This is an optimization exercise on Yosys and OpenROAD, whose aim is small area and a short achievable clock period, not a production implementation. No run shown here included a check of the RTL's function; only the layout flow was run. No activity file was given, so power comes from the tool's default toggle rates.

==> design.v <==
`default_nettype none
package timer_pkg;
   typedef logic [15:0] cnt_t;    
   typedef logic [7:0]  presc_t;  
   typedef logic [7:0]  addr_t;
   typedef logic [31:0] data_t;
   typedef enum logic [2:0] {
      OP_SET     = 3'd0,  
      OP_TOGGLE  = 3'd1,  
      OP_CLEAR   = 3'd2,  
      OP_SET_CLR = 3'd3,  
      OP_CLR_SET = 3'd4   
   } comp_op_e;
   typedef struct packed {
      presc_t   presc;
      logic     sawtooth;   
      cnt_t     cnt_start;
      cnt_t     cnt_end;
      cnt_t     comp0;
      comp_op_e op0;
      cnt_t     comp1;
      comp_op_e op1;
   } timer_cfg_t;
   typedef struct packed {
      logic start;
      logic stop;
      logic rst;
      logic update;
   } timer_cmd_t;
   localparam int CNT_W = 16;
   localparam int CFG_W = 79;
   localparam int CMD_W = 4;
   localparam addr_t TIMER_STRIDE = 8'h20;
   localparam addr_t REG_CMD      = 8'h00;
   localparam addr_t REG_CFG      = 8'h04;  
   localparam addr_t REG_TH       = 8'h08;  
   localparam addr_t REG_CH0      = 8'h0C;  
   localparam addr_t REG_CH1      = 8'h10;
   localparam addr_t REG_COUNTER  = 8'h14;  
   localparam addr_t REG_EVENT    = 8'h80;  
   localparam int CMD_START_BIT  = 0;
   localparam int CMD_STOP_BIT   = 1;
   localparam int CMD_RST_BIT    = 2;
   localparam int CMD_UPDATE_BIT = 3;
endpackage
`default_nettype wire
`timescale 1ns/1ps
`default_nettype none
module timer_compare (
   input  logic        clk_i,
   input  logic        reset_i,
   input  logic        step_i,
   input  logic        end_i,
   input  logic [15:0] count_i,
   input  logic [15:0] comp_i,
   input  logic [2:0]  op_i,
   output logic        pwm_o
);
   logic match;
   logic end_act;
   logic pwm_q;
   assign match   = step_i && (count_i == comp_i);
   assign end_act = end_i && ((op_i == 3'd3) || (op_i == 3'd4));
   always_ff @(posedge clk_i) begin
      if (reset_i) begin
         pwm_q <= 1'b0;
      end else if (end_act) begin
         pwm_q <= (op_i == 3'd4);  
      end else if (match) begin
         case (op_i)
            3'd0:    pwm_q <= 1'b1;
            3'd1:    pwm_q <= ~pwm_q;
            3'd2:    pwm_q <= 1'b0;
            3'd3:    pwm_q <= 1'b1;
            3'd4:    pwm_q <= 1'b0;
            default: pwm_q <= pwm_q;  
         endcase
      end
   end
   assign pwm_o = pwm_q;
endmodule
`default_nettype wire
`timescale 1ns/1ps
`default_nettype none
module adv_timer (
   input  logic        clk_i,
   input  logic        reset_i,
   input  logic        rst_dly_i,   
   input  logic [7:0]  presc_i,
   input  logic        saw_i,
   input  logic [15:0] start_i,
   input  logic [15:0] end_i,
   input  logic [15:0] comp0_i,
   input  logic [2:0]  op0_i,
   input  logic [15:0] comp1_i,
   input  logic [2:0]  op1_i,
   input  logic [3:0]  cmd_i,       
   output logic [15:0] count_nxt_o,
   output logic        end_o,
   output logic [1:0]  pwm_o
);
   logic cmd_start, cmd_stop, cmd_rst, cmd_update;
   assign {cmd_update, cmd_rst, cmd_stop, cmd_start} = cmd_i;
   logic [7:0]  a_presc;
   logic        a_saw;
   logic [15:0] a_start, a_end, a_comp0, a_comp1;
   logic [2:0]  a_op0, a_op1;
   logic        a_load;
   assign a_load = cmd_update || rst_dly_i;
   always_ff @(posedge clk_i) begin
      if (a_load) begin
         a_presc <= presc_i;
         a_saw   <= saw_i;
         a_start <= start_i;
         a_comp0 <= comp0_i;
         a_op0   <= op0_i;
         a_comp1 <= comp1_i;
         a_op1   <= op1_i;
      end
   end
   always_ff @(posedge clk_i) a_end <= a_end_nxt;
   logic [7:0] a_presc_nxt;
   assign a_presc_nxt = a_load ? presc_i : a_presc;
   logic run_q, run_nxt;
   assign run_nxt = !reset_i && !cmd_stop && (cmd_start || run_q);
   always_ff @(posedge clk_i) run_q <= run_nxt;
   logic [7:0]  presc_q, presc_inc;
   logic        tick_q;
   logic [15:0] count_q;
   logic        dir_q, step_q, end_q;
   logic [7:0]  presc_nxt;
   logic        tick_nxt;
   logic        presc_clr, ge_hold, ge_inc, ge_zero;
   assign presc_clr = rst_dly_i || cmd_rst || (run_q && tick_q);
   assign presc_inc = presc_q + 8'd1;
   assign presc_nxt = presc_clr ? 8'd0 : run_q ? presc_inc : presc_q;
   assign ge_hold   = (presc_q >= a_presc_nxt);
   assign ge_inc    = (presc_inc >= a_presc_nxt);
   assign ge_zero   = (a_presc_nxt == 8'd0);
   assign tick_nxt  = run_nxt && (presc_clr ? ge_zero : run_q ? ge_inc : ge_hold);
   always_ff @(posedge clk_i) begin
      presc_q <= presc_nxt;
      tick_q  <= tick_nxt;
   end
   logic        a_saw_nxt;
   logic [15:0] a_end_nxt;
   logic        at_end_q, down_q;
   assign a_saw_nxt = a_load ? saw_i : a_saw;
   assign a_end_nxt = a_load ? end_i : a_end;
   logic [15:0] dstep, pm_mask, cnt_pm, cnt_base, tgt, x;
   logic        pm_at_tgt, wrap;
   logic        dir_nxt, end_nxt;
   assign dstep = count_q ^ {16{down_q}};    
   assign tgt   = down_q ? a_start : a_end;
   assign x     = count_q ^ tgt;
   always_comb begin
      pm_mask[0] = 1'b1;
      for (int i = 1; i < 16; i++) pm_mask[i] = pm_mask[i-1] && dstep[i-1];
      pm_at_tgt = x[0];
      for (int i = 1; i < 16; i++) pm_at_tgt = pm_at_tgt && (x[i] == (x[i-1] && dstep[i-1]));
   end
   assign cnt_pm = count_q ^ pm_mask;    
   assign wrap   = !down_q && at_end_q;
   assign cnt_base    = tick_q ? cnt_pm : count_q;
   assign count_nxt_o = rst_dly_i ? 16'd0 :
                        (cmd_rst || (tick_q && wrap)) ? a_start : cnt_base;
   always_comb begin
      dir_nxt = dir_q;
      if (rst_dly_i || cmd_rst) dir_nxt = 1'b0;
      else if (tick_q) begin
         if (a_saw)       dir_nxt = 1'b0;
         else if (!dir_q) dir_nxt = !at_end_q && pm_at_tgt;
         else             dir_nxt = !pm_at_tgt;
      end
   end
   assign end_nxt = !reset_i && !cmd_rst && tick_q && (down_q ? pm_at_tgt : at_end_q);
   always_ff @(posedge clk_i) begin
      count_q  <= count_nxt_o;
      dir_q    <= dir_nxt;
      down_q   <= dir_nxt && !a_saw_nxt;
      at_end_q <= (count_nxt_o == a_end_nxt);
      step_q   <= !reset_i && !cmd_rst && tick_q;
      end_q    <= end_nxt;
   end
   assign end_o = end_q;
   timer_compare u_cmp0 (
      .clk_i   (clk_i),
      .reset_i (reset_i),
      .step_i  (step_q),
      .end_i   (end_q),
      .count_i (count_q),
      .comp_i  (a_comp0),
      .op_i    (a_op0),
      .pwm_o   (pwm_o[0])
   );
   timer_compare u_cmp1 (
      .clk_i   (clk_i),
      .reset_i (reset_i),
      .step_i  (step_q),
      .end_i   (end_q),
      .count_i (count_q),
      .comp_i  (a_comp1),
      .op_i    (a_op1),
      .pwm_o   (pwm_o[1])
   );
endmodule
`default_nettype wire
`timescale 1ns/1ps
`default_nettype none
module apb_timer_regs #(
   parameter int NUM_TIMERS = 4
) (
   input  logic                      clk_i,
   input  logic                      reset_i,
   input  logic                      psel_i,
   input  logic                      penable_i,
   input  logic                      pwrite_i,
   input  timer_pkg::addr_t          paddr_i,
   input  timer_pkg::data_t          pwdata_i,
   output timer_pkg::data_t          prdata_o,
   output logic                      pslverr_o,
   output logic [NUM_TIMERS*8-1:0]   presc_o,
   output logic [NUM_TIMERS-1:0]     saw_o,
   output logic [NUM_TIMERS*16-1:0]  start_o,
   output logic [NUM_TIMERS*16-1:0]  end_o,
   output logic [NUM_TIMERS*16-1:0]  comp0_o,
   output logic [NUM_TIMERS*3-1:0]   op0_o,
   output logic [NUM_TIMERS*16-1:0]  comp1_o,
   output logic [NUM_TIMERS*3-1:0]   op1_o,
   output logic [NUM_TIMERS*4-1:0]   cmd_o,
   input  logic [NUM_TIMERS*16-1:0]  count_nxt_i,  
   input  logic [NUM_TIMERS-1:0]     end_i,
   output logic [NUM_TIMERS-1:0]     events_o
);
   logic [NUM_TIMERS-1:0] d_tmr;
   logic [5:0]            d_reg;    
   logic                  d_ev;
   logic                  d_ok;
   always_comb begin
      for (int i = 0; i < NUM_TIMERS; i++)
         d_tmr[i] = !paddr_i[7] && (paddr_i[6:5] == 2'(i));
      for (int r = 0; r < 6; r++)
         d_reg[r] = (paddr_i[4:0] == 5'(4 * r));
      d_ev = (paddr_i == timer_pkg::REG_EVENT);
      d_ok = (!paddr_i[7] && (|d_reg)) || d_ev;
   end
   logic [NUM_TIMERS-1:0] ws_tmr_q;
   logic [4:0]            ws_reg_q;
   logic                  ws_ev_q;
   logic                  err_q;
   logic                  setup_wr;
   assign setup_wr = psel_i && !penable_i && pwrite_i;
   always_ff @(posedge clk_i) begin
      ws_tmr_q <= d_tmr & {NUM_TIMERS{setup_wr}};
      ws_reg_q <= d_reg[4:0];
      ws_ev_q  <= d_ev && setup_wr;
      err_q    <= !d_ok;
   end
   assign pslverr_o = err_q;
   timer_pkg::data_t wd;
   assign wd = pwdata_i & {32{!reset_i}};
   logic [NUM_TIMERS-1:0] events_q;
   logic [NUM_TIMERS-1:0] ev_clr;
   assign ev_clr = (penable_i && ws_ev_q) ? pwdata_i[NUM_TIMERS-1:0] : '0;
   logic [NUM_TIMERS-1:0] cmd_sel_q;
   logic [3:0]            cmd_dat_q;
   always_ff @(posedge clk_i) cmd_dat_q <= pwdata_i[3:0];
   for (genvar i = 0; i < NUM_TIMERS; i++) begin : gen_reg
      logic wr;
      assign wr = penable_i && ws_tmr_q[i];
      always_ff @(posedge clk_i) begin
         if (reset_i || (wr && ws_reg_q[1])) begin
            presc_o[8*i +: 8] <= wd[7:0];
            saw_o[i]          <= wd[8];
         end
         if (reset_i || (wr && ws_reg_q[2])) begin
            start_o[16*i +: 16] <= wd[15:0];
            end_o[16*i +: 16]   <= wd[31:16];
         end
         if (reset_i || (wr && ws_reg_q[3])) begin
            comp0_o[16*i +: 16] <= wd[15:0];
            op0_o[3*i +: 3]     <= wd[18:16];
         end
         if (reset_i || (wr && ws_reg_q[4])) begin
            comp1_o[16*i +: 16] <= wd[15:0];
            op1_o[3*i +: 3]     <= wd[18:16];
         end
         cmd_sel_q[i] <= !reset_i && wr && ws_reg_q[0];  
      end
      assign cmd_o[4*i +: 4] = cmd_sel_q[i] ? cmd_dat_q : 4'b0;
   end
   always_ff @(posedge clk_i) begin
      if (reset_i) begin
         events_q <= '0;
      end else begin
         events_q <= (events_q & ~ev_clr) | end_i;  
      end
   end
   assign events_o = events_q;
   timer_pkg::data_t rdata;
   timer_pkg::data_t rdata_q;
   always_comb begin
      rdata = '0;
      for (int i = 0; i < NUM_TIMERS; i++) begin
         if (d_tmr[i] && d_reg[1]) rdata = rdata | {23'b0, saw_o[i], presc_o[8*i +: 8]};
         if (d_tmr[i] && d_reg[2]) rdata = rdata | {end_o[16*i +: 16], start_o[16*i +: 16]};
         if (d_tmr[i] && d_reg[3]) rdata = rdata | {13'b0, op0_o[3*i +: 3], comp0_o[16*i +: 16]};
         if (d_tmr[i] && d_reg[4]) rdata = rdata | {13'b0, op1_o[3*i +: 3], comp1_o[16*i +: 16]};
         if (d_tmr[i] && d_reg[5]) rdata = rdata | {16'b0, count_nxt_i[16*i +: 16]};
      end
      if (d_ev) rdata = rdata | 32'(events_q | end_i);
   end
   always_ff @(posedge clk_i) begin
      rdata_q <= rdata;
   end
   assign prdata_o = rdata_q;
endmodule
`default_nettype wire
`timescale 1ns/1ps
`default_nettype none
module apb_adv_timer_top #(
   parameter int NUM_TIMERS = 4
) (
   input  logic                    clk_i,
   input  logic                    reset_i,
   input  logic                    psel_i,
   input  logic                    penable_i,
   input  logic                    pwrite_i,
   input  timer_pkg::addr_t        paddr_i,
   input  timer_pkg::data_t        pwdata_i,
   output timer_pkg::data_t        prdata_o,
   output logic                    pslverr_o,
   output logic [2*NUM_TIMERS-1:0] pwm_o,     
   output logic [NUM_TIMERS-1:0]   events_o
);
   logic [NUM_TIMERS*8-1:0]  presc;
   logic [NUM_TIMERS-1:0]    saw;
   logic [NUM_TIMERS*16-1:0] cstart, cend, comp0, comp1, count_nxt;
   logic [NUM_TIMERS*3-1:0]  op0, op1;
   logic [NUM_TIMERS*4-1:0]  cmd;
   logic [NUM_TIMERS-1:0]    tmr_end;
   logic                     rst_dly_q;
   always_ff @(posedge clk_i) rst_dly_q <= reset_i;
   apb_timer_regs #(
      .NUM_TIMERS (NUM_TIMERS)
   ) u_regs (
      .clk_i       (clk_i),
      .reset_i     (reset_i),
      .psel_i      (psel_i),
      .penable_i   (penable_i),
      .pwrite_i    (pwrite_i),
      .paddr_i     (paddr_i),
      .pwdata_i    (pwdata_i),
      .prdata_o    (prdata_o),
      .pslverr_o   (pslverr_o),
      .presc_o     (presc),
      .saw_o       (saw),
      .start_o     (cstart),
      .end_o       (cend),
      .comp0_o     (comp0),
      .op0_o       (op0),
      .comp1_o     (comp1),
      .op1_o       (op1),
      .cmd_o       (cmd),
      .count_nxt_i (count_nxt),
      .end_i       (tmr_end),
      .events_o    (events_o)
   );
   for (genvar i = 0; i < NUM_TIMERS; i++) begin : gen_timer
      adv_timer u_tim (
         .clk_i       (clk_i),
         .reset_i     (reset_i),
         .rst_dly_i   (rst_dly_q),
         .presc_i     (presc[8*i +: 8]),
         .saw_i       (saw[i]),
         .start_i     (cstart[16*i +: 16]),
         .end_i       (cend[16*i +: 16]),
         .comp0_i     (comp0[16*i +: 16]),
         .op0_i       (op0[3*i +: 3]),
         .comp1_i     (comp1[16*i +: 16]),
         .op1_i       (op1[3*i +: 3]),
         .cmd_i       (cmd[4*i +: 4]),
         .count_nxt_o (count_nxt[16*i +: 16]),
         .end_o       (tmr_end[i]),
         .pwm_o       (pwm_o[2*i +: 2])
      );
   end
endmodule
`default_nettype wire
==> run.sh <==
#!/bin/bash
# synth_recipe.tcl (not shown) runs the flow's synth.tcl, then flattens the netlist and writes it again
# the make line also repeats each setting of config.mk as NAME=value (left out here)
make -C /OpenROAD-flow-scripts/flow DESIGN_CONFIG=/design/flow/config.mk WORK_HOME=/design/flow/orfs CLKGATE_MAP_FILE= SYNTH_SCRIPT=/design/flow/synth_recipe.tcl finish
==> config.mk <==
export PLATFORM = sky130hd
export DESIGN_NAME = apb_adv_timer_top
export DESIGN_NICKNAME = apb_adv_timer_top
export VERILOG_FILES = /design/flow/design.v
export SDC_FILE = /design/flow/constraint.sdc
export NUM_CORES = 4
export LEC_CHECK = 0
export ABC_AREA = 1
export CAP_MARGIN = 20
export CORE_MARGIN = 2
export CORE_UTILIZATION = 60
export CTS_CLUSTER_DIAMETER = 100
export CTS_CLUSTER_SIZE = 25
export SETUP_SLACK_MARGIN = 4.5
export SLEW_MARGIN = 20
==> constraint.sdc <==
create_clock -name core_clock -period 7.0 [get_ports {clk_i}]
set_input_delay 1.4000 -clock core_clock [delete_from_list [all_inputs] [get_ports {clk_i}]]
set_output_delay 1.4000 -clock core_clock [all_outputs]
set_load 0.01 [all_outputs]
==> summary.txt, run 1 <==
Synthesis
  • Seq/Total Area, Yosys: 0.571
  • Yosys warns: 4
  • Post-synth EDFFs: 532
  • Top_reg_cell synth: edfxtp_1
  • Cell Area, Synth: 38000 µm²
  • Post-Syn Instances: 4042
  • Distinct cell type count after synthesis: 66
  • Yosys reg bits: 820
  • Avg Cell Area, Syn: 9.41 µm²
  • Syn_nets: 4155
  • Async SR Flop Fraction: 0

Worst setup path
  • Critical register-to-register path startpoint: gen_timer[0].u_tim.down_q
  • Startpoint Class: register
  • CP Data Arrival Time: 3.26 ns
  • Cell chain of the critical path: buf_12 -> buf_16 -> buf_6 -> nand2_4 -> nand2_4 -> nor2_4 -> nand4_4 -> nor3_4 -> nand4_1 -> nor2_2 -> nand4_1 -> inv_2 -> nand2_2 -> nand2_2 -> nand3_4 -> nand3_2 -> nand2_2 -> nor2_2 -> nand2_1
  • CP Class: reg -> reg
  • Crit Path Max Fanout: 4
  • Critical Path End: u_regs.rdata_q[15]
  • Reg-to-Reg End: u_regs.rdata_q[15]
  • Critical Path Start: gen_timer[0].u_tim.down_q
  • R2R Setup Slk: 4.24 ns
  • R2r worst-path depth: 19
  • Slowest cell on crit path: dfxtp_4
  • Worst setup EP type: register
  • Worst EP required: 7.50 ns
  • Max stage delay on crit path: 0.38 ns
  • Most frequent CP cell: nand2_2

Pwr
  • Comb pwr share: 0.103
  • Switching share of power: 0.264
  • PwrDens: 199 nW/µm²
  • Clock share of power: 0.279
  • Leak: 20.1 nW
  • VDD IR max: 0.000166 V
  • Cell internal pwr: 0.00690 W
  • Share of power burned in registers: 0.618
  • Sw power: 0.00248 W

Detailed routing
  • Initial DRC count: 4892
  • Via Count: 32100
  • Vias per cell: 6.14
  • Number of remaining DRC errors: 0
  • Avg WL per Cell: 27.3 µm
  • DR pass1 iterations: 5
  • Final antenna-violating net count: 0
  • DRT Wirelength: 143 mm

Cells and area
  • Final #Nets: 4468
  • Layout area overhead: 24.0%
  • Area of the multi-input gates: 16600 µm²
  • Ant. Diodes: 0
  • Fillers: 4435
  • Register area: 21900 µm²
  • Non-Filler Instances: 5229
  • Commonest non-fill, non-tap cell in the layout: nand2_1
  • Design area: 47200 µm²
  • Ratio of cells with drive above 1 in the final layout: 0.231
  • Commonest non-fill, non-tap cells in the layout: nand2_1 (807), edfxtp_1 (532), inv_1 (498)

Run status
  • Status: timing/DRC/antenna clean

GRT
  • GR met1 Demand/Resource: 0.579
  • Vias in the first global route: 29200
  • Overflow after GRT: 0
  • Met3 usage: 0.112
  • First-pass GRT wire length: 198 mm
  • Initial antenna violation count: 3
  • GR Util met2: 0.598
  • Largest net degree at the start of global routing: 42
  • Gr busiest metal: met2
  • GR Util All Layers: 0.420

Timing
  • Fin. Hold Viols: 0
  • Slew margin rel.: 0.234
  • Final cycle utilization of the critical path: 0.394
  • Final setup fails: 0
  • Peak Freq: 363 MHz
  • Worst-Margin Slew: 1.15 ns
  • Final Critical Period: 2.76 ns
  • Final Max Tran Viols: 0
  • RSZ-0062 raised after global routing: yes
  • Worst clock skew: 0.0338 ns
  • Setup TNS: 0 ns

Clock tree
  • CTS HTree Levels: 2
  • Worst-skew pair later-pin latency: 0.63 ns
  • CTS hold repair buffers: 0
  • TritonCTS Sinks: 820
  • Clock buffer depth: 3
  • Clock buffers created by TritonCTS: 38
  • Clock-pin transition on the worst setup and hold timing paths: 0.11 ns
  • CTS tree: yes
  • Root buf cell: clkbuf_16

Floorplanning
  • Die X: 256 µm
  • Core region area: 62900 µm²
  • Starting Density: 0.605
  • Vert. Die Dim: 256 µm
  • I/O pins: 90
  • Die area: 65400 µm²
  • Row count: 92

Placement
  • Gpl congestion: 1.00
  • Final HPWL DP: 97.3 mm
  • PortBufs: 89
  • Dpl cells: 4873
  • Placed inst area: 40100 µm²

Flow run
  • Max cap viols: 0

Worst hold path
  • Hold Crit Depth: 0
  • Worst Hold Class: reg -> reg
## power by group through the flow
stage / registers, W / logic (W) / clock network (W)
final: 0.00579 / 0.000961 / 0.00262
after global routing: 0.00581 / 0.00102 / 0.00276
after CTS: 0.00578 / 0.000849 / 0.00261
after detailed placement: 0.00589 / 0.000742 / 0
after global placement: 0.00589 / 0.000732 / 0
after floorplan: 0.00574 / 0.000473 / 0
## kinds of logic after synthesis
logic type,count (synthesis),synth area share
flip-flops,820,0.571
XOR/XNOR,229,0.0539
AO/OA/AOI/OAI,609,0.0969
adder cells (fa/ha/maj),68,0.0224
buffers and inverters,701,0.0736
AND/OR/NAND/NOR,1613,0.181
multiplexers,2,0.000592
## through the flow
step | hold WS [ns] | worst slack (ns) | power, W | utilization
6_report | 0.457 | 4.24 | 0.00937 | 0.750
5_1_grt | 0.468 | 4.07 | 0.00960 | 0.750
4_1_cts | 0.458 | 4.24 | 0.00923 | 0.712
3_5_place_dp | 0.441 | 2.56 | 0.00663 | 0.638
3_3_place_gp | 0.433 | 2.70 | 0.00662 | 0.638
2_1_floorplan | 0.422 | 3.73 | 0.00621 | -
## critical path: cells and delay by family, from the launching register on
family / cells / cell delay (ns)
AND/OR/NAND/NOR: 15 / 1.78
buffers and inverters: 4 / 0.47
flip-flops: 1 / 0.38
## how the worst min path moves through the flow
stage	from	to	slack [ns]
2_1_floorplan	u_regs.comp1_o[6]	gen_timer[0].u_tim.a_comp1[6]	0.42
3_3_place_gp	u_regs.comp1_o[42]	gen_timer[2].u_tim.a_comp1[10]	0.43
3_5_place_dp	u_regs.comp0_o[17]	gen_timer[1].u_tim.a_comp0[1]	0.44
4_1_cts	u_regs.comp1_o[19]	gen_timer[1].u_tim.a_comp1[3]	0.46
5_1_grt	u_regs.comp1_o[19]	gen_timer[1].u_tim.a_comp1[3]	0.47
6_report	u_regs.comp1_o[19]	gen_timer[1].u_tim.a_comp1[3]	0.46
## per-layer routing
layer / routed length (µm) / share of wire
met5: 62 / 0.00044
met4: 10600 / 0.074
met3: 20300 / 0.14
met2: 59000 / 0.41
met1: 52600 / 0.37
## final cells by class
cell class | instances | share of cell area
repair buffers | 389 | 0.0877
flip-flops and latches | 820 | 0.464
clock buffers | 64 | 0.0224
repair inverters | 6 | 0.00103
inverters | 568 | 0.0502
multi-input cells | 2532 | 0.352
well taps | 846 | 0.0224
clock inverters | 4 | 0.000796
## cells in the mapped netlist, types with 4 or more instances
library cell	n	area share
a2111oi_0	12	0.0028
o21ai_0	228	0.030
a31oi_1	7	0.0012
nand2_2	8	0.0013
dfxtp_1	288	0.15
clkbuf_1	71	0.0070
inv_1	531	0.052
clkinv_1	8	0.00079
a21oi_1	131	0.017
nand4_1	55	0.0090
edfxtp_1	532	0.42
buf_4	18	0.0036
nand3_1	191	0.025
xnor2_1	67	0.015
buf_2	31	0.0041
o22ai_1	45	0.0074
a21boi_0	6	0.0012
nand3_2	5	0.0013
inv_2	26	0.0026
nor2_1	314	0.031
nand2_1	935	0.092
o211ai_1	18	0.0036
a22o_1	14	0.0032
o21ai_1	27	0.0036
ha_1	68	0.022
nor3_1	31	0.0041
a311oi_1	4	0.00092
nor2_4	9	0.0027
nand3b_1	17	0.0034
xor2_1	156	0.036
buf_6	7	0.0021
a221oi_1	52	0.012
nor2_2	9	0.0015
xor2_2	6	0.0026
nor4_1	18	0.0030
o2111ai_1	17	0.0039
o21a_1	13	0.0026
a211oi_1	16	0.0032
nand4_2	5	0.0016
a21o_1	4	0.00079
## flip-flops by register name, indices dropped and copies added (netlist names), 64 cells and up
register,flops
u_regs.end_o,64
u_regs.comp0_o,64
gen_timer.u_tim.a_comp1,64
u_regs.comp1_o,64
gen_timer.u_tim.a_end,64
gen_timer.u_tim.a_start,64
u_regs.start_o,64
gen_timer.u_tim.a_comp0,64
gen_timer.u_tim.count_q,64
## timing repair
action / in CTS / in global routing
cloned: 24 / 5
endpoints found under the setup margin: 572 / 426
resized for setup: 703 / 317
pin swaps: 129 / 182
buffers inserted: 157 / 102
==> run 2, diff against run 1 <==
--- a/design.v
+++ b/design.v
@@ -88,2 +88,3 @@
    input  logic        rst_dly_i,   
+   input  logic        rst_dly2_i,  
    input  logic [7:0]  presc_i,
@@ -108,3 +109,3 @@
    logic        a_load;
-   assign a_load = cmd_update || rst_dly_i;
+   assign a_load = cmd_update || rst_dly2_i;
    always_ff @(posedge clk_i) begin
@@ -132,10 +133,6 @@
    logic        tick_nxt;
-   logic        presc_clr, ge_hold, ge_inc, ge_zero;
-   assign presc_clr = rst_dly_i || cmd_rst || (run_q && tick_q);
    assign presc_inc = presc_q + 8'd1;
-   assign presc_nxt = presc_clr ? 8'd0 : run_q ? presc_inc : presc_q;
-   assign ge_hold   = (presc_q >= a_presc_nxt);
-   assign ge_inc    = (presc_inc >= a_presc_nxt);
-   assign ge_zero   = (a_presc_nxt == 8'd0);
-   assign tick_nxt  = run_nxt && (presc_clr ? ge_zero : run_q ? ge_inc : ge_hold);
+   assign presc_nxt = (rst_dly_i || cmd_rst || (run_q && tick_q)) ? 8'd0 :
+                      run_q ? presc_inc : presc_q;
+   assign tick_nxt  = run_nxt && (presc_nxt >= a_presc_nxt);
    always_ff @(posedge clk_i) begin
@@ -214,2 +211,3 @@
    input  logic                      reset_i,
+   input  logic                      rst_dly_i,   
    input  logic                      psel_i,
@@ -260,6 +258,6 @@
    timer_pkg::data_t wd;
-   assign wd = pwdata_i & {32{!reset_i}};
+   assign wd = pwdata_i & {32{!rst_dly_i}};
    logic [NUM_TIMERS-1:0] events_q;
    logic [NUM_TIMERS-1:0] ev_clr;
-   assign ev_clr = (penable_i && ws_ev_q) ? pwdata_i[NUM_TIMERS-1:0] : '0;
+   assign ev_clr = ws_ev_q ? pwdata_i[NUM_TIMERS-1:0] : '0;
    logic [NUM_TIMERS-1:0] cmd_sel_q;
@@ -269,5 +267,5 @@
       logic wr;
-      assign wr = penable_i && ws_tmr_q[i];
+      assign wr = ws_tmr_q[i];
       always_ff @(posedge clk_i) begin
-         if (reset_i || (wr && ws_reg_q[1])) begin
+         if (rst_dly_i || (wr && ws_reg_q[1])) begin
             presc_o[8*i +: 8] <= wd[7:0];
@@ -275,3 +273,3 @@
          end
-         if (reset_i || (wr && ws_reg_q[2])) begin
+         if (rst_dly_i || (wr && ws_reg_q[2])) begin
             start_o[16*i +: 16] <= wd[15:0];
@@ -279,3 +277,3 @@
          end
-         if (reset_i || (wr && ws_reg_q[3])) begin
+         if (rst_dly_i || (wr && ws_reg_q[3])) begin
             comp0_o[16*i +: 16] <= wd[15:0];
@@ -283,3 +281,3 @@
          end
-         if (reset_i || (wr && ws_reg_q[4])) begin
+         if (rst_dly_i || (wr && ws_reg_q[4])) begin
             comp1_o[16*i +: 16] <= wd[15:0];
@@ -313,3 +311,3 @@
    always_ff @(posedge clk_i) begin
-      rdata_q <= rdata;
+      rdata_q <= rst_dly_i ? '0 : rdata;
    end
@@ -341,4 +339,7 @@
    logic [NUM_TIMERS-1:0]    tmr_end;
-   logic                     rst_dly_q;
-   always_ff @(posedge clk_i) rst_dly_q <= reset_i;
+   logic                     rst_dly_q, rst_dly2_q;
+   always_ff @(posedge clk_i) begin
+      rst_dly_q  <= reset_i;
+      rst_dly2_q <= rst_dly_q;
+   end
    apb_timer_regs #(
@@ -348,2 +349,3 @@
       .reset_i     (reset_i),
+      .rst_dly_i   (rst_dly_q),
       .psel_i      (psel_i),
@@ -373,2 +375,3 @@
          .rst_dly_i   (rst_dly_q),
+         .rst_dly2_i  (rst_dly2_q),
          .presc_i     (presc[8*i +: 8]),
--- a/config.mk
+++ b/config.mk
@@ -7,3 +7,2 @@
 export LEC_CHECK = 0
-export ABC_AREA = 1
 export CAP_MARGIN = 20
@@ -13,3 +12,3 @@
 export CTS_CLUSTER_SIZE = 25
-export SETUP_SLACK_MARGIN = 4.5
+export SETUP_SLACK_MARGIN = 4.4
 export SLEW_MARGIN = 20
==> summary.txt, run 2 <==
Run status
  • Status: timing/DRC/antenna clean

Clock tree
  • Worst-skew pair later-pin latency: 0.64 ns
  • Clock-pin transition on the worst setup and hold timing paths: 0.11 ns
  • CTS hold repair buffers: 0
  • CTS tree: yes
  • Clock buffers created by TritonCTS: 39
  • CTS HTree Levels: 2
  • Clock buffer depth: 3
  • Root buf cell: clkbuf_16
  • TritonCTS Sinks: 821

Floorplanning
  • Core region area: 61900 µm²
  • I/O pins: 90
  • Vert. Die Dim: 255 µm
  • Die X: 255 µm
  • Row count: 91
  • Die area: 64800 µm²
  • Starting Density: 0.608

GRT
  • First-pass GRT wire length: 198 mm
  • GR Util All Layers: 0.440
  • Largest net degree at the start of global routing: 55
  • Initial antenna violation count: 7
  • Overflow after GRT: 0
  • Vias in the first global route: 27300

Detailed routing
  • Vias per cell: 6.92
  • Final antenna-violating net count: 0
  • Avg WL per Cell: 34.0 µm
  • Number of remaining DRC errors: 0
  • DRT Wirelength: 145 mm
  • DR pass1 iterations: 8
  • Initial DRC count: 4667
  • Via Count: 29400

Worst setup path
  • CP Data Arrival Time: 3.63 ns
  • Crit Path Max Fanout: 6
  • CP Class: reg -> reg
  • Worst setup EP type: register
  • Startpoint Class: register
  • Worst EP required: 7.50 ns

Worst hold path
  • Worst Hold Class: reg -> reg

Timing
  • Slew margin rel.: 0.133
  • Fin. Hold Viols: 0
  • Final Critical Period: 3.13 ns
  • Final cycle utilization of the critical path: 0.447
  • RSZ-0062 raised after global routing: yes
  • Peak Freq: 320 MHz
  • Final Max Tran Viols: 0
  • Setup TNS: 0 ns
  • Final setup fails: 0
  • Worst clock skew: 0.0436 ns
  • Worst-Margin Slew: 1.29 ns
  • Hold Slack: 0.451 ns

Synthesis
  • Syn_nets: 3237
  • Post-Syn Instances: 3156
  • Top cells by count, synth: edfxtp_1 (532), dfxtp_1 (289), xnor2_1 (266)
  • Seq/Total Area, Yosys: 0.577
  • Area fraction of the dominant cell type after synthesis: 0.424
  • Top_reg_cell synth: edfxtp_1
  • Cell Area, Synth: 37700 µm²
  • Synth area leaders: edfxtp_1 (42%), dfxtp_1 (15%), xnor2_1 (6.2%)
  • Post-synth EDFFs: 532
  • Avg Cell Area, Syn: 11.9 µm²
  • Yosys reg bits: 821
  • Top-count cell post-synth: edfxtp_1
  • Yosys warns: 4
  • Async SR Flop Fraction: 0
  • Distinct cell type count after synthesis: 95
  • Area leader, netlist: edfxtp_1

Cells and area
  • Layout area overhead: 20.4%
  • Fillers: 4098
  • Commonest non-fill, non-tap cells in the layout: edfxtp_1 (532), xnor2_1 (257), dfxtp_1 (195)
  • Final #Nets: 3470
  • Area of the multi-input gates: 16900 µm²
  • Register area: 21900 µm²
  • Design area: 45400 µm²
  • Ant. Diodes: 0
  • Ratio of cells with drive above 1 in the final layout: 0.259
  • Commonest non-fill, non-tap cell in the layout: edfxtp_1

Placement
  • Final HPWL DP: 101 mm
  • PortBufs: 89
  • Gpl congestion: 1.02
  • Placed inst area: 39700 µm²

Pwr
  • PwrDens: 202 nW/µm²
  • Leak: 16.0 nW
  • VDD IR max: 0.000188 V

Flow run
  • Max cap viols: 0
-- run 2: cell count changes after synthesis, sizes merged, moves of 104 or more --
cell,delta
inv,-457
mux2i,+104
nand2,-806
nand3,-139
nor2,-146
o21ai,-173
xnor2,+199
-- run 2: layer usage --
metal | track usage | up-vias | wire (µm)
met5 | 0 | - | 24
met4 | 0.279 | 4 | 11500
met3 | 0.0976 | 493 | 19400
met2 | 0.643 | 2305 | 61600
met1 | 0.597 | 14400 | 52000
li1 | - | 12200 | -
-- run 2: cell type report --
cell class              instances  area share
flip-flops and latches        821       0.483
multi-input cells            2059       0.372
repair buffers                363      0.0861
clock buffers                  66      0.0245
well taps                     837      0.0231
inverters                     105     0.00926
clock inverters                 6     0.00130
-- run 2: per-stage QoR --
stage | utilization | total power, W | std cells | setup WS, ns
after global placement | 0.640 | 0.00639 | 3952 | 2.48
final | 0.733 | 0.00915 | 4257 | 3.87
after floorplan | - | 0.00607 | 3156 | 4.08
after detailed placement | 0.640 | 0.00642 | 3952 | 2.46
after global routing | 0.733 | 0.00934 | 4257 | 3.81
after CTS | 0.710 | 0.00906 | 4196 | 3.96
-- run 2: logic make-up after synthesis --
logic type	synth area share
DFF	0.577
buffers and inverters	0.0309
and+or+nand+nor	0.123
muxes	0.0531
AOI/OAI and AO/OA	0.118
xor gates and xnor gates	0.0858
adders and majority gates	0.0120
-- run 2: repair_timing --
item                                    CTS  global route
buffers inserted                        150            58
gates resized for setup                 519           210
endpoints found under the setup margin  385            70
gates cloned                             22             3
pin swaps                                94           118
-- run 2: final timing paths --
kind | start | end | slack (ns) | depth (start not counted)
max | gen_timer[3].u_tim.down_q | gen_timer[3].u_tim.at_end_q | 3.87 | 9
min | u_regs.comp0_o[47] | gen_timer[2].u_tim.a_comp0[15] | 0.45 | 0
max reg2reg | gen_timer[3].u_tim.down_q | gen_timer[3].u_tim.at_end_q | 3.87 | 9
min reg2reg | u_regs.comp0_o[47] | gen_timer[2].u_tim.a_comp0[15] | 0.45 | 0
-- run 2: critical path: stages, from the launching register on --
cell and delay, ns:
dfxtp_4 0.41, buf_12 0.14, or4b_4 0.49, a2111oi_4 0.34, o21ai_2 0.13, nand3_2 0.10
or4b_4 0.48, a311oi_4 0.33, nand4_1 0.22, nor4b_2 0.38
-- run 2: where the power goes --
group	switching (W)	internal, W
Clock	0.00156	0.00111
Combinational	0.000458	0.000332
Sequential	0.000269	0.00542
==> run 3, diff against run 2 <==
--- a/config.mk
+++ b/config.mk
@@ -10,2 +10,3 @@
 export CORE_UTILIZATION = 60
+export CTS_BUF_LIST = sky130_fd_sc_hd__clkbuf_8 sky130_fd_sc_hd__clkbuf_16
 export CTS_CLUSTER_DIAMETER = 100
==> summary.txt, run 3 <==
Timing
  • Peak Freq: 318 MHz
  • Setup TNS: 0 ns
  • Final cycle utilization of the critical path: 0.450
  • Final setup fails: 0
  • Final Critical Period: 3.15 ns
  • Fin. Hold Viols: 0
  • Slew margin rel.: 0.131
  • Final Max Tran Viols: 0
  • Worst clock skew: 0.0506 ns
  • Worst-Margin Slew: 1.30 ns
  • RSZ-0062 raised after global routing: yes

Detailed routing
  • DR top layer: met4
  • Initial DRC count: 4547
  • Final antenna-violating net count: 0
  • DRT Wirelength: 145 mm
  • Detail Route met3 WL: 20.2 mm
  • Via Count: 29400
  • DR pass1 iterations: 6
  • Met2 WL: 61.2 mm
  • Avg WL per Cell: 34.0 µm
  • Wire length on met1: 51.6 mm
  • Number of remaining DRC errors: 0
  • Vias per cell: 6.91

Clock tree
  • Clock buffer depth: 3
  • CTS HTree Levels: 2
  • Root buf cell: clkbuf_16
  • Clock-pin transition on the worst setup and hold timing paths: 0.11 ns
  • Clock buffers created by TritonCTS: 39
  • CTS hold repair buffers: 0
  • TritonCTS Sinks: 821
  • Worst-skew pair later-pin latency: 0.64 ns
  • CTS tree: yes

Cells and area
  • Fillers: 4101
  • Layout area overhead: 20.5%
  • Non-Filler Instances: 4260
  • Design area: 45400 µm²
  • Final #Nets: 3470
  • Commonest non-fill, non-tap cell in the layout: edfxtp_1
  • Commonest non-fill, non-tap cells in the layout: edfxtp_1 (532), xnor2_1 (257), dfxtp_1 (195)
  • Layout Utilization: 0.733
  • Ratio of cells with drive above 1 in the final layout: 0.259

Synthesis
  • Yosys warns: 4
  • Top_reg_cell synth: edfxtp_1
  • Post-synthesis mux area share: 0.0531
  • Synth Area in Compound Gates: 0.118
  • Cell Area, Synth: 37700 µm²
  • Avg Cell Area, Syn: 11.9 µm²
  • Top-count cell post-synth: edfxtp_1
  • Largest family of logic cells by synthesized area: simple AND/OR/NAND/NOR gates
  • Distinct cell type count after synthesis: 95
  • Syn_nets: 3237
  • Yosys reg bits: 821
  • Async SR Flop Fraction: 0
  • Area fraction of the dominant cell type after synthesis: 0.424
  • Seq/Total Area, Yosys: 0.577
  • Post-synthesis adder-cell area fraction: 0.0120
  • Synth Area in XOR/XNOR: 0.0858
  • Post-synth EDFFs: 532
  • Synth area leaders: edfxtp_1 (42%), dfxtp_1 (15%), xnor2_1 (6.2%)
  • Post-Syn Instances: 3156
  • Area leader, netlist: edfxtp_1
  • Top cells by count, synth: edfxtp_1 (532), dfxtp_1 (289), xnor2_1 (266)
  • Simple-gate share of the synthesized area: 0.123

Worst setup path
  • Startpoint Class: register
  • CP Class: reg -> reg
  • Reg-to-Reg End: gen_timer[3].u_tim.at_end_q
  • Crit Path Max Fanout: 6
  • R2r worst-path depth: 9
  • Critical register-to-register path startpoint: gen_timer[3].u_tim.down_q
  • R2R Setup Slk: 3.85 ns
  • Worst setup EP type: register
  • CP Data Arrival Time: 3.65 ns
  • Worst EP required: 7.50 ns

Placement
  • Gpl congestion: 1.02
  • Dpl cells: 3952
  • Final HPWL DP: 101 mm
  • Placed inst area: 39700 µm²
  • PortBufs: 89

Pwr
  • PwrDens: 201 nW/µm²
  • Comb pwr share: 0.087
  • Total Power: 0.00911 W
  • Switching share of power: 0.251
  • Clock share of power: 0.289
  • VDD IR max: 0.000188 V
  • Sw power: 0.00228 W
  • Leak: 16.1 nW
  • Cell internal pwr: 0.00682 W
  • Share of power burned in registers: 0.624

GRT
  • Vias in the first global route: 27300
  • Initial antenna violation count: 7
  • Largest net degree at the start of global routing: 55
  • First-pass GRT wire length: 198 mm
  • Overflow after GRT: 0
  • GR Util All Layers: 0.440

Floorplanning
  • Starting Density: 0.608
  • Die X: 255 µm
  • Vert. Die Dim: 255 µm
  • I/O pins: 90
  • Row count: 91
  • Die area: 64800 µm²
  • Core region area: 61900 µm²

Worst hold path
  • Worst Hold Class: reg -> reg
  • Hold Crit Depth: 0
  • HP Start: u_regs.comp0_o[47]
  • Hold path endpoint: gen_timer[2].u_tim.a_comp0[15]

Flow run
  • Max cap viols: 0

Run status
  • Status: timing/DRC/antenna clean
run 3: cell type report:
type,count,area (µm²),share of cell area
Tap cell,837,1050,0.0231
Antenna cell,3,7.51,0.000165
Inverter,105,420,0.00926
Multi-Input combinational cell,2059,16900,0.372
Timing Repair Buffer,363,3910,0.0861
Sequential cell,821,21900,0.483
Clock inverter,31,153,0.00336
Clock buffer,41,1010,0.0224
run 3: worst max path at each step:
stage	start	endpoint	slack, ns	cells past startpoint
4_1_cts	gen_timer[3].u_tim.down_q	gen_timer[3].u_tim.at_end_q	3.96	9
6_report	gen_timer[3].u_tim.down_q	gen_timer[3].u_tim.at_end_q	3.85	9
5_1_grt	gen_timer[3].u_tim.down_q	gen_timer[3].u_tim.at_end_q	3.81	9
3_5_place_dp	paddr_i[7]	u_regs.rdata_q[5]	2.46	7
2_1_floorplan	paddr_i[2]	u_regs.rdata_q[14]	4.08	8
3_3_place_gp	paddr_i[7]	u_regs.rdata_q[5]	2.48	7
run 3: per-layer routing:
layer  GRT usage  up-vias
li1            -    12200
met1       0.597    14300
met2       0.643     2342
met3      0.0976      504
met4       0.279        0
met5           0        -
run 3: cell families (layout without fill, tap and decap cells):
kind of cell,Yosys count,in the layout
and+or+nand+nor,841,844
muxes,182,182
AOI/OAI and AO/OA,625,628
other,0,3
buffers and inverters,282,540
adders and majority gates,36,36
xor gates and xnor gates,369,369
DFF,821,821
run 3: repair_timing:
action / CTS / global route
buffers inserted: 151 / 57
gates cloned: 22 / 3
gates resized for setup: 518 / 212
endpoints found under the setup margin: 385 / 70
pin swaps: 93 / 117
run 3: power groups by stage:
| stage | logic (W) | registers, W | clock network [W] |
|---|---|---|---|
| CTS | 0.000736 | 0.00567 | 0.00262 |
| global placement | 0.000613 | 0.00578 | 0 |
| floorplan | 0.000448 | 0.00562 | 0 |
| global route | 0.000827 | 0.00569 | 0.00278 |
| finish | 0.000791 | 0.00569 | 0.00263 |
| detailed placement | 0.000635 | 0.00579 | 0 |
run 3: critical path, stage by stage, from the launching register on:
cell and delay (ns):
dfxtp_4 0.41, buf_12 0.14, or4b_4 0.49, a2111oi_4 0.34, o21ai_2 0.13, nand3_2 0.10, or4b_4 0.49, a311oi_4 0.35
nand4_1 0.22, nor4b_2 0.38
run 3: through the flow:
stage               setup slack [ns]  hold slack, ns
global placement                2.48           0.453
global route                    3.81           0.471
finish                          3.85           0.444
CTS                             3.96           0.460
floorplan                       4.08           0.367
detailed placement              2.46           0.446

[port drivers added, routing unchanged]
No port has a modelled driver above. Below, the same layouts with a new extraction and two added sets of constraints. Step 1, drivers: a clkbuf_16 drives clk_i and a buf_2 each remaining input, both assumed. Step 2 times the ports against the registers' clock, not the clock port: input delays grow and output delays shrink by t, the midpoint of the rising clock arrivals with the driver on. Slacks: ideal / step 1 / step 2; pairs: ideal / step 1.
run | t (ns) | setup WS [ns] | hold WS [ns] | clock arrival spread, ns | cell pins on the clock port's net
run 1 | 0.681 | 4.245 / 4.245 / 3.597 | 0.457 / 0.457 / 0.457 | 0.039 / 0.039 | 1
run 2 | 0.684 | 3.873 / 3.873 / 3.466 | 0.451 / 0.451 / 0.451 | 0.044 / 0.045 | 1
run 3 | 0.682 | 3.851 / 3.851 / 3.451 | 0.444 / 0.444 / 0.444 | 0.052 / 0.051 | 1
After both steps every run listed still meets setup and hold. The setup slack of run 1, which loses most, moves by 0.000 ns with the drivers and by -0.648 ns with both steps.
